This is an optimization exercise on Yosys and OpenROAD, whose aim is small area, a short achievable clock period and few clock cycles per item, not a production implementation.
Where RTL was checked, it was by simulation tests only, not by an equivalence proof against the original.
No activity file was given, so power comes from the tool's default toggle rates.

## build 57
==> flow/design.v (excerpt) <==
module mem_ctrl_top #(
	parameter int REQ_DEPTH  = 4,
	parameter int RESP_DEPTH = 4
) (
	input  logic                          clk,
	input  logic                          rst,
	input  mem_ctrl_pkg::mem_req_t        req_i,
	input  logic                          req_wr_i,
	output logic                          req_full_o,
	output mem_ctrl_pkg::mem_resp_t       resp_o,
	output logic                          resp_valid_o,
	input  logic                          resp_rd_i,
	output mem_ctrl_pkg::bus_req_t        bus_o,
	input  logic                          ack_i,
	input  logic [mem_ctrl_pkg::DWID-1:0] dat_i
);
	logic [31:0] seg_base;
	logic [31:0] seg_limit;
	logic        st_v;       
	logic        st_cyc;     
	logic        st_ovf;     
	logic        st_rv;      
	logic        st_we;      
	logic [7:0]  st_sel;     
	logic [7:0]  st_loh;     
	logic        st_zx;      
	logic        st_flt;     
	logic [1:0]  st_sz;
	logic [3:0]  st_tid;
	logic [31:0] st_adr;     
	logic [63:0] st_dat;     
	logic        r_v;
	logic        r_flt;
	logic [3:0]  r_tid;
	logic [63:0] r_res;
	logic [31:0] r_bad;
	logic rfree;
	logic leave;
	logic acc;
	logic ack;
	assign ack        = st_cyc & ack_i;
	assign rfree      = ~r_v | resp_rd_i;
	assign leave      = st_v & (~st_cyc | ack_i) & rfree;
	assign req_full_o = (st_cyc & ~ack_i) | (st_rv & ~resp_rd_i);
	assign acc        = req_wr_i & ~req_full_o;
	logic st_load;
	logic dat_hold;
	logic dat_catch;
	assign st_load   = ~req_full_o;
	assign dat_hold  = (st_we & ~ack_i) | (st_ovf & ~rfree);
	assign dat_catch = st_cyc & ~rfree;
	logic st_v_n;
	logic r_v_n;
	assign st_v_n = acc | (st_v & ~leave);
	assign r_v_n  = leave | (r_v & ~resp_rd_i);
	logic [1:0]  q_fn;
	logic [1:0]  q_sz;
	logic [31:0] q_adr;
	logic [63:0] q_pay;
	logic        q_set;
	logic        q_over;
	logic [31:0] q_reloc;
	logic [2:0]  q_lo;
	logic [63:0] q_rep;
	assign q_fn    = req_i.func;
	assign q_sz    = req_i.size;
	assign q_adr   = req_i.adr;
	assign q_pay   = req_i.payload;
	assign q_set   = (q_fn == mem_ctrl_pkg::FN_SETSEG);
	ks_gt32 u_over (
		.a_i  (q_adr),
		.b_i  (seg_limit),
		.gt_o (q_over)
	);
	ks_add32 u_reloc (
		.a_i (seg_base),
		.b_i (q_adr),
		.s_o (q_reloc)
	);
  ...
Size in the first run: ~290 flip-flops, about 390 I/O pins, about 16000 um^2 of cells after synthesis.
export LEC_CHECK = 0
export ABC_AREA = 1
export CAP_MARGIN = 20
export CORE_MARGIN = 2
export CORE_UTILIZATION = 40
export CTS_CLUSTER_DIAMETER = 80
export CTS_CLUSTER_SIZE = 30
export SETUP_SLACK_MARGIN = 2.5
export SLEW_MARGIN = 20
export TNS_END_PERCENT = 0
create_clock -name core_clock -period 4.0 [get_ports {clk}]
standard.sh (not shown) runs the stock make flow with config.mk's settings and CLKGATE_MAP_FILE= SYNTH_SCRIPT=/design/flow/synth_recipe.tcl, a recipe that flattens the netlist after the stock synthesis.
==> flow/flow/run.sh <==
#!/bin/bash
# standard layout, with plain buf_1 cells as the port buffers instead of the
# default delay buffers; each step's own log is kept by ORFS under orfs/logs
set -euo pipefail
export BUFFER_PORTS_ARGS="-buffer_cell sky130_fd_sc_hd__buf_1"
bash standard.sh MATCH_CELL_FOOTPRINT=0 finish > standard_make.log 2>&1
Build 57 ran to completion and came out clean on the timing, DRC and antenna checks.
Testbench counts of build 57, summed over its fixed seeds: cycles 10,823, items 3,200.
Relative to build 57, the following input files were edited for build 51:
Settings: PLACE_DENSITY: unset -> 0.65; SETUP_SLACK_MARGIN: 2.5 -> 2.0; CTS_CLUSTER_SIZE: 30 -> unset; CORE_UTILIZATION: 40 -> 55; CTS_CLUSTER_DIAMETER: 80 -> unset.
Findings:
- Changes observed in build 51 relative to build 57: total power consumption of the routed design went up by 8.7%; total of endpoints with negative setup slack in the final report has remained practically unchanged.
- Compared with build 57, build 51 instantiates a smaller number of cells.
- Cmp build 51 vs build 57: die area lower in build 51
- Critical path depth | build 51 below build 57
[inputs] build 82 vs build 51
Settings: changing CORE_UTILIZATION from 55 to 40; changing TNS_END_PERCENT from 0 to 10; removing PLACE_DENSITY (formerly 0.65).
Notes after the runs:
- Compared with build 51, build 82 ends up with more cell area.
- The higher power after layout of build 51 and build 82 is in build 82.
- Taking build 51 as the reference, in build 82 maximum level of the CTS H-tree shows an increase of 1, detailed-route wire length shows an increase of 5.3%.
- On net switching power of the design, build 82 does worse than build 51.
- When the final numbers for build 51 and build 82 were put side by side, the time the worst path needs with I/O delays and setup turned out to be greater in build 82.
What build 24 does differently from build 82 at the input level:
Settings: a change of TNS_END_PERCENT from 10 to 100; an added CTS_CLUSTER_DIAMETER of 80; an added CTS_CLUSTER_SIZE of 30.
## What came out
The flow did not stop early for build 24: all stages ran, and the layout cleared the timing, DRC and antenna checks.
Largest vdd supply drop in build 24 is about 40% above build 82.
Lower non-clock inverter count in the final layout goes to build 82 over build 24.
Of build 82 and build 24, the higher non-clock buffer count belongs to build 24.
Side by side, length of routed wiring on met1 turned out lower in build 24 than in build 82.
Relative to build 82, overall power has decreased by about 4% in build 24.

Setup of old:
The RTL this note starts from:
==> flow/design.v <==
package mem_ctrl_pkg;
	localparam int AWID  = 32;        
	localparam int DWID  = 64;        
	localparam int TID_W = 4;         
	localparam int SEL_W = DWID / 8;  
	typedef enum logic [1:0] {
		FN_LOAD   = 2'd0,   
		FN_LOADZ  = 2'd1,   
		FN_STORE  = 2'd2,
		FN_SETSEG = 2'd3    
	} mem_func_e;
	typedef enum logic [1:0] {
		SZ_B = 2'd0,   
		SZ_W = 2'd1,   
		SZ_T = 2'd2,   
		SZ_O = 2'd3    
	} mem_size_e;
	typedef enum logic [7:0] {
		FLT_NONE = 8'h00,
		FLT_SGB  = 8'h31   
	} fault_e;
	typedef struct packed {
		logic [AWID-1:0] base;
		logic [AWID-1:0] limit;
	} seg_desc_t;
	typedef union packed {
		logic [DWID-1:0] sdat;
		seg_desc_t       desc;
	} req_payload_u;
	typedef struct packed {
		logic [TID_W-1:0] tid;
		mem_func_e        func;
		mem_size_e        size;
		logic [AWID-1:0]  adr;       
		req_payload_u     payload;
	} mem_req_t;
	typedef struct packed {
		logic [TID_W-1:0] tid;
		fault_e           cause;
		logic [DWID-1:0]  res;
		logic [AWID-1:0]  bad_addr;
	} mem_resp_t;
	typedef struct packed {
		logic             cyc;
		logic             stb;
		logic             we;
		logic [SEL_W-1:0] sel;
		logic [AWID-1:0]  adr;
		logic [DWID-1:0]  dat;
	} bus_req_t;
endpackage
`timescale 1ns/1ps
module load_align (
	input  logic [mem_ctrl_pkg::DWID-1:0] rdata_i,
	input  logic [2:0]                    lane_i,
	input  mem_ctrl_pkg::mem_size_e       size_i,
	input  logic                          zext_i,
	output logic [mem_ctrl_pkg::DWID-1:0] res_o
);
	logic [7:0]  b0;
	logic [7:0]  b1;
	logic [15:0] b23;
	logic        fill;
	assign b0  = rdata_i[{lane_i, 3'b000} +: 8];
	assign b1  = rdata_i[{lane_i[2:1], 4'b1000} +: 8];
	assign b23 = rdata_i[{lane_i[2], 5'b10000} +: 16];
	always_comb begin
		case (size_i)
		mem_ctrl_pkg::SZ_B: fill = b0[7] & ~zext_i;
		mem_ctrl_pkg::SZ_W: fill = b1[7] & ~zext_i;
		default:            fill = b23[15] & ~zext_i;
		endcase
		case (size_i)
		mem_ctrl_pkg::SZ_B: res_o = {{56{fill}}, b0};
		mem_ctrl_pkg::SZ_W: res_o = {{48{fill}}, b1, b0};
		mem_ctrl_pkg::SZ_T: res_o = {{32{fill}}, b23, b1, b0};
		default:            res_o = {rdata_i[63:32], b23, b1, b0};
		endcase
	end
endmodule
`timescale 1ns/1ps
module mem_ctrl_top #(
	parameter int REQ_DEPTH  = 4,
	parameter int RESP_DEPTH = 4
) (
	input  logic                          clk,
	input  logic                          rst,
	input  mem_ctrl_pkg::mem_req_t        req_i,
	input  logic                          req_wr_i,
	output logic                          req_full_o,
	output mem_ctrl_pkg::mem_resp_t       resp_o,
	output logic                          resp_valid_o,
	input  logic                          resp_rd_i,
	output mem_ctrl_pkg::bus_req_t        bus_o,
	input  logic                          ack_i,
	input  logic [mem_ctrl_pkg::DWID-1:0] dat_i
);
	logic [31:0] seg_base;
	logic [31:0] seg_limit;
	logic        st_v;       
	logic        st_cyc;     
	logic        st_we;      
	logic        st_ld;      
	logic        st_zx;      
	logic        st_flt;     
	logic [1:0]  st_sz;
	logic [3:0]  st_tid;
	logic [31:0] st_adr;     
	logic [63:0] st_dat;     
	logic        r_v;
	logic        r_flt;
	logic [3:0]  r_tid;
	logic [63:0] r_dat;      
	logic rfree;
	logic leave;
	logic acc;
	logic ack;
	assign ack        = st_cyc & ack_i;
	assign rfree      = ~r_v | resp_rd_i;
	assign leave      = st_v & (~st_cyc | ack_i) & rfree;
	assign req_full_o = st_v & ~leave;
	assign acc        = req_wr_i & ~req_full_o;
	logic [1:0]  q_fn;
	logic [1:0]  q_sz;
	logic [31:0] q_adr;
	logic [63:0] q_pay;
	logic        q_set;
	logic        q_over;
	logic [31:0] q_reloc;
	logic [2:0]  q_lo;
	logic [63:0] q_rep;
	assign q_fn    = req_i.func;
	assign q_sz    = req_i.size;
	assign q_adr   = req_i.adr;
	assign q_pay   = req_i.payload;
	assign q_set   = (q_fn == mem_ctrl_pkg::FN_SETSEG);
	assign q_over  = q_adr > seg_limit;
	assign q_reloc = seg_base + q_adr;
	always_comb begin
		case (q_sz)
		mem_ctrl_pkg::SZ_B: q_lo = 3'b000;
		mem_ctrl_pkg::SZ_W: q_lo = 3'b001;
		mem_ctrl_pkg::SZ_T: q_lo = 3'b011;
		default:            q_lo = 3'b111;
		endcase
	end
	always_comb begin
		for (int k = 0; k < 8; k++) begin
			case (q_sz)
			mem_ctrl_pkg::SZ_B: q_rep[8*k +: 8] = q_pay[7:0];
			mem_ctrl_pkg::SZ_W: q_rep[8*k +: 8] = q_pay[8*(k % 2) +: 8];
			mem_ctrl_pkg::SZ_T: q_rep[8*k +: 8] = q_pay[8*(k % 4) +: 8];
			default:            q_rep[8*k +: 8] = q_pay[8*k +: 8];
			endcase
		end
	end
	always_ff @(posedge clk) begin
		if (rst) begin
			seg_base  <= '0;
			seg_limit <= '1;
			st_v      <= 1'b0;
			st_cyc    <= 1'b0;
			r_v       <= 1'b0;
		end else begin
			if (acc && q_set)
				{seg_base, seg_limit} <= q_pay;
			if (acc) begin
				st_v   <= 1'b1;
				st_cyc <= ~q_set & ~q_over;
			end else begin
				if (leave)
					st_v <= 1'b0;
				if (ack_i)
					st_cyc <= 1'b0;
			end
			r_v <= leave | (r_v & ~resp_rd_i);
		end
	end
	always_ff @(posedge clk) begin
		if (acc) begin
			st_tid <= req_i.tid;
			st_sz  <= q_sz;
			st_we  <= (q_fn == mem_ctrl_pkg::FN_STORE);
			st_ld  <= ~q_fn[1] & ~q_over;
			st_zx  <= (q_fn == mem_ctrl_pkg::FN_LOADZ);
			st_flt <= ~q_set & q_over;
			st_adr <= q_over ? q_adr : {q_reloc[31:3], q_reloc[2:0] & ~q_lo};
			st_dat <= q_rep;
		end else if (ack) begin
			st_dat <= dat_i;
		end
	end
	logic [63:0] ld_res;
	load_align u_align (
		.rdata_i (st_cyc ? dat_i : st_dat),
		.lane_i  (st_adr[2:0]),
		.size_i  (mem_ctrl_pkg::mem_size_e'(st_sz)),
		.zext_i  (st_zx),
		.res_o   (ld_res)
	);
	always_ff @(posedge clk) begin
		if (leave) begin
			r_tid <= st_tid;
			r_flt <= st_flt;
			r_dat[63:32] <= st_ld ? ld_res[63:32] : '0;
			r_dat[31:0]  <= st_ld ? ld_res[31:0] : st_flt ? st_adr : '0;
		end
	end
	assign resp_valid_o    = r_v;
	assign resp_o.tid      = r_tid;
	assign resp_o.cause    = r_flt ? mem_ctrl_pkg::FLT_SGB : mem_ctrl_pkg::FLT_NONE;
	assign resp_o.res      = {r_dat[63:32], r_flt ? 32'h0 : r_dat[31:0]};
	assign resp_o.bad_addr = r_flt ? r_dat[31:0] : 32'h0;
	logic [7:0] sel;
	always_comb begin
		for (int k = 0; k < 8; k++)
			sel[k] = st_cyc & ((st_sz == 2'd3)
				| ((k[2] == st_adr[2]) & ((st_sz == 2'd2)
				| ((k[1] == st_adr[1]) & ((st_sz == 2'd1)
				| (k[0] == st_adr[0]))))));
	end
	assign bus_o.cyc = st_cyc;
	assign bus_o.stb = st_cyc;
	assign bus_o.we  = st_cyc & st_we;
	assign bus_o.sel = sel;
	assign bus_o.adr = st_adr;
	assign bus_o.dat = st_dat;
endmodule
clock: 4.0 ns
lec_check: 0
cap_margin: 20
core_margin: 2
core_utilization: 40
setup_slack_margin: 0
slew_margin: 20
Scripts as last shown in full above: flow/flow/run.sh
## Diff of input files: new against old
Settings: SETUP_SLACK_MARGIN now 1.8, was 0; TNS_END_PERCENT now 0, previously not set.
### Flow results
- In the tables for old and new, core occupancy in the finished layout reads higher with new.
- Switching power share of the total in new vs old: up 0.81 points
- new vs old: cell count up in new
- new vs. old: first-pass GRT wire length has remained practically unchanged; area of the mapped netlist held; critical path depth fell by 1.
No run of this note included a check of the RTL's function; only the layout flow was run.

Starts from the design.v that is shown in full above.
export LEC_CHECK = 0
export ABC_CLOCK_PERIOD_IN_PS = 1000
export CAP_MARGIN = 20
export CORE_MARGIN = 2
export CORE_UTILIZATION = 40
export SETUP_SLACK_MARGIN = 1.8
export SLEW_MARGIN = 20
create_clock -name core_clock -period 4.0 [get_ports {clk}]
Scripts as last shown in full above: flow/flow/run.sh
Change:
Settings changed: ABC_CLOCK_PERIOD_IN_PS 1000 to 1500.
The new run produced a clean layout.
Die area is unchanged.
Final cell count is unchanged.
Non-clock buffer count is unchanged.
Combinational power hardly moves.
Count of clock-buffer cells in the layout does not change.
Setup slack does not change.
Worst hold slack stays the same.
Sequential share of layout area stays the same.
Area after synthesis is unchanged.
Flip-flop and latch count does not change.
Clock power hardly moves.
No run of this note included a check of the RTL's function; only the layout flow was run.

RTL: one of the versions met above, not the one the previous note started from.
For scale: about 290 flip-flops, ~390 I/O pins, ~16000 sq um of cells after synthesis.
Settings: LEC_CHECK=0, ABC_AREA=1, CAP_MARGIN=20, CORE_MARGIN=2, CORE_UTILIZATION=50, CTS_CLUSTER_DIAMETER=80, CTS_CLUSTER_SIZE=30, PLACE_DENSITY=0.6, SETUP_SLACK_MARGIN=2.0, SLEW_MARGIN=20, TNS_END_PERCENT=0; clock period 4.0 ns.
Scripts as last shown in full above: flow/flow/run.sh
Testbench counts at the start, summed over its fixed seeds: cycles 10,823, items 3,200.
Rerun with:
CORE_UTILIZATION = 40   (was 50)
CTS_CLUSTER_DIAMETER = unset   (was 80)
CTS_CLUSTER_SIZE = unset   (was 30)
PLACE_DENSITY = unset   (was 0.6)
=>
- The changed run passed the timing, DRC and antenna checks
- worst setup slack gets worse by 0.038 ns
- flip-flop and latch count is unchanged
- sequential share of layout area went down by 0.25 points
- final cell count went up by about 5%
- utilization went down by 13 points
- combinational power went down by about 6%
- register-to-register slack gets worse by 0.06 ns
- worst hold slack stays flat
- power went up by 16%
- routed wire length went up by about 0.66%
- cell area went up by 0.63%
Rerun with:
CTS_CLUSTER_DIAMETER = 80   (was unset)
CTS_CLUSTER_SIZE = 30   (was unset)
SETUP_SLACK_MARGIN = 1.5   (was 2.0)
=>
- The new run ran to the end with no violations
- non-clock buffer count goes down by 19
- first-iteration DRC count fell by 5.9%
- die area is unchanged
- total power decreases by 13%
- count of clock-buffer cells in the layout shrinks by 29
Rerun with:
CORE_UTILIZATION = 45   (was 40)
SETUP_SLACK_MARGIN = 2.0   (was 1.5)
Utilization goes up by 7.6 points. Routed wire length barely changes. Final cell count drops slightly.

mem_ctrl_top, a different RTL version from the one above (not shown whole).
For scale: roughly 1500 cells after synthesis, about 270 flip-flops, roughly 16000 sq um of cells after synthesis.
clock: 4.0 ns
lec_check: 0
cap_margin: 20
core_margin: 2
core_utilization: 40
slew_margin: 20
run.sh (not shown) runs the stock make flow with config.mk's settings and CLKGATE_MAP_FILE= SYNTH_SCRIPT=/design/flow/synth_recipe.tcl, a recipe that flattens the netlist after the stock synthesis.
Stock flow here: none of the scripts above is used.
Testbench counts at the start, summed over its fixed seeds: cycles 10,823, items 3,200.
Next try:
==> flow/flow/run.sh (new file) <==
#!/bin/bash
# standard layout, with plain buf_1 cells as the port buffers instead of the
# default delay buffers; each step's own log is kept by ORFS under orfs/logs
set -euo pipefail
export BUFFER_PORTS_ARGS="-buffer_cell sky130_fd_sc_hd__buf_1"
bash standard.sh MATCH_CELL_FOOTPRINT=0 finish > standard_make.log 2>&1
==> flow/standard.sh (new file) <==
#!/bin/bash
# synth_recipe.tcl (not shown) runs the flow's synth.tcl, then flattens the netlist and writes it again
# the make line also repeats each setting of config.mk as NAME=value (left out here)
make -C /OpenROAD-flow-scripts/flow DESIGN_CONFIG=/design/flow/config.mk WORK_HOME=/design/flow/orfs CLKGATE_MAP_FILE= SYNTH_SCRIPT=/design/flow/synth_recipe.tcl "${@:-finish}"
Settings changed: SETUP_SLACK_MARGIN from default to 1.8.
removed: flow/run.sh
Combinational power is higher by about 6%.
Total power falls by 2.9%.
Synthesized cell count is unchanged.
Clock-buffer cell count went down by 2.
Sequential power hardly moves.
Area after synthesis is unchanged.
Via count came out higher by 3.2%.
Worst hold slack degrades by 14 ps.
Utilization drops by 0.61 points.

separate check: timing with driven ports:
Ports are ideal in the flow. The routed layouts listed here were re-timed in OpenROAD. Step 1 sets driving cells, clkbuf_16 on the clock port and buf_2 on the other inputs (assumed; they add their load-dependent delay and slew). Step 2 moves the port delays by t, midway between the first and last clock arrival at a register: inputs arrive t later, outputs are due t later. That takes back most of the time a late clock gives input paths. a / b / c = no drivers / after step 1 / after step 2; a / b = the first two.
run | t, ns | setup WS [ns] | worst setup path after step 2 | clock arrival spread, ns | worst data-port slew with drivers (ns)
build 57 | 0.605 | 1.758 / 1.769 / 1.180 | input to register | 0.022 / 0.023 | 0.10
build 51 | 0.623 | 1.785 / 1.756 / 1.176 | input to register | 0.016 / 0.016 | 0.11
build 82 | 0.598 | 1.779 / 1.779 / 1.214 | input to register | 0.014 / 0.014 | 0.11
build 24 | 0.607 | 1.762 / 1.762 / 1.220 | input to register | 0.033 / 0.033 | 0.09
old | 0.635 | 0.709 / 0.653 / 0.289 | input to register | 0.010 / 0.009 | 0.09
new | 0.627 | 1.175 / 1.120 / 0.593 | input to register | 0.028 / 0.029 | 0.09
the first run of note 3 | 0.625 | 1.179 / 1.205 / 0.581 | input to register | 0.013 / 0.013 | 0.09
the second run of note 3 | 0.625 | 1.179 / 1.205 / 0.581 | input to register | 0.013 / 0.013 | 0.09
the first run of note 4 | 0.581 | 1.782 / 1.736 / 1.226 | input to register | 0.043 / 0.044 | 0.08
the second run of note 4 | 0.595 | 1.744 / 1.744 / 1.196 | input to register | 0.018 / 0.017 | 0.11
the third run of note 4 | 0.603 | 1.500 / 1.500 / 0.918 | input to register | 0.021 / 0.021 | 0.11
the fourth run of note 4 | 0.591 | 1.715 / 1.717 / 1.125 | input to register | 0.025 / 0.025 | 0.10
the first run of note 5 | 0.585 | 0.613 / 0.600 / 0.043 | input to register | 0.021 / 0.021 | 0.09
the second run of note 5 | 0.629 | 1.196 / 1.203 / 0.584 | input to register | 0.029 / 0.029 | 0.09
After both steps every run listed still meets setup and hold. For the second run of note 5, which loses most, drivers alone change the setup slack by +0.007 ns; drivers and shift together by -0.612 ns.
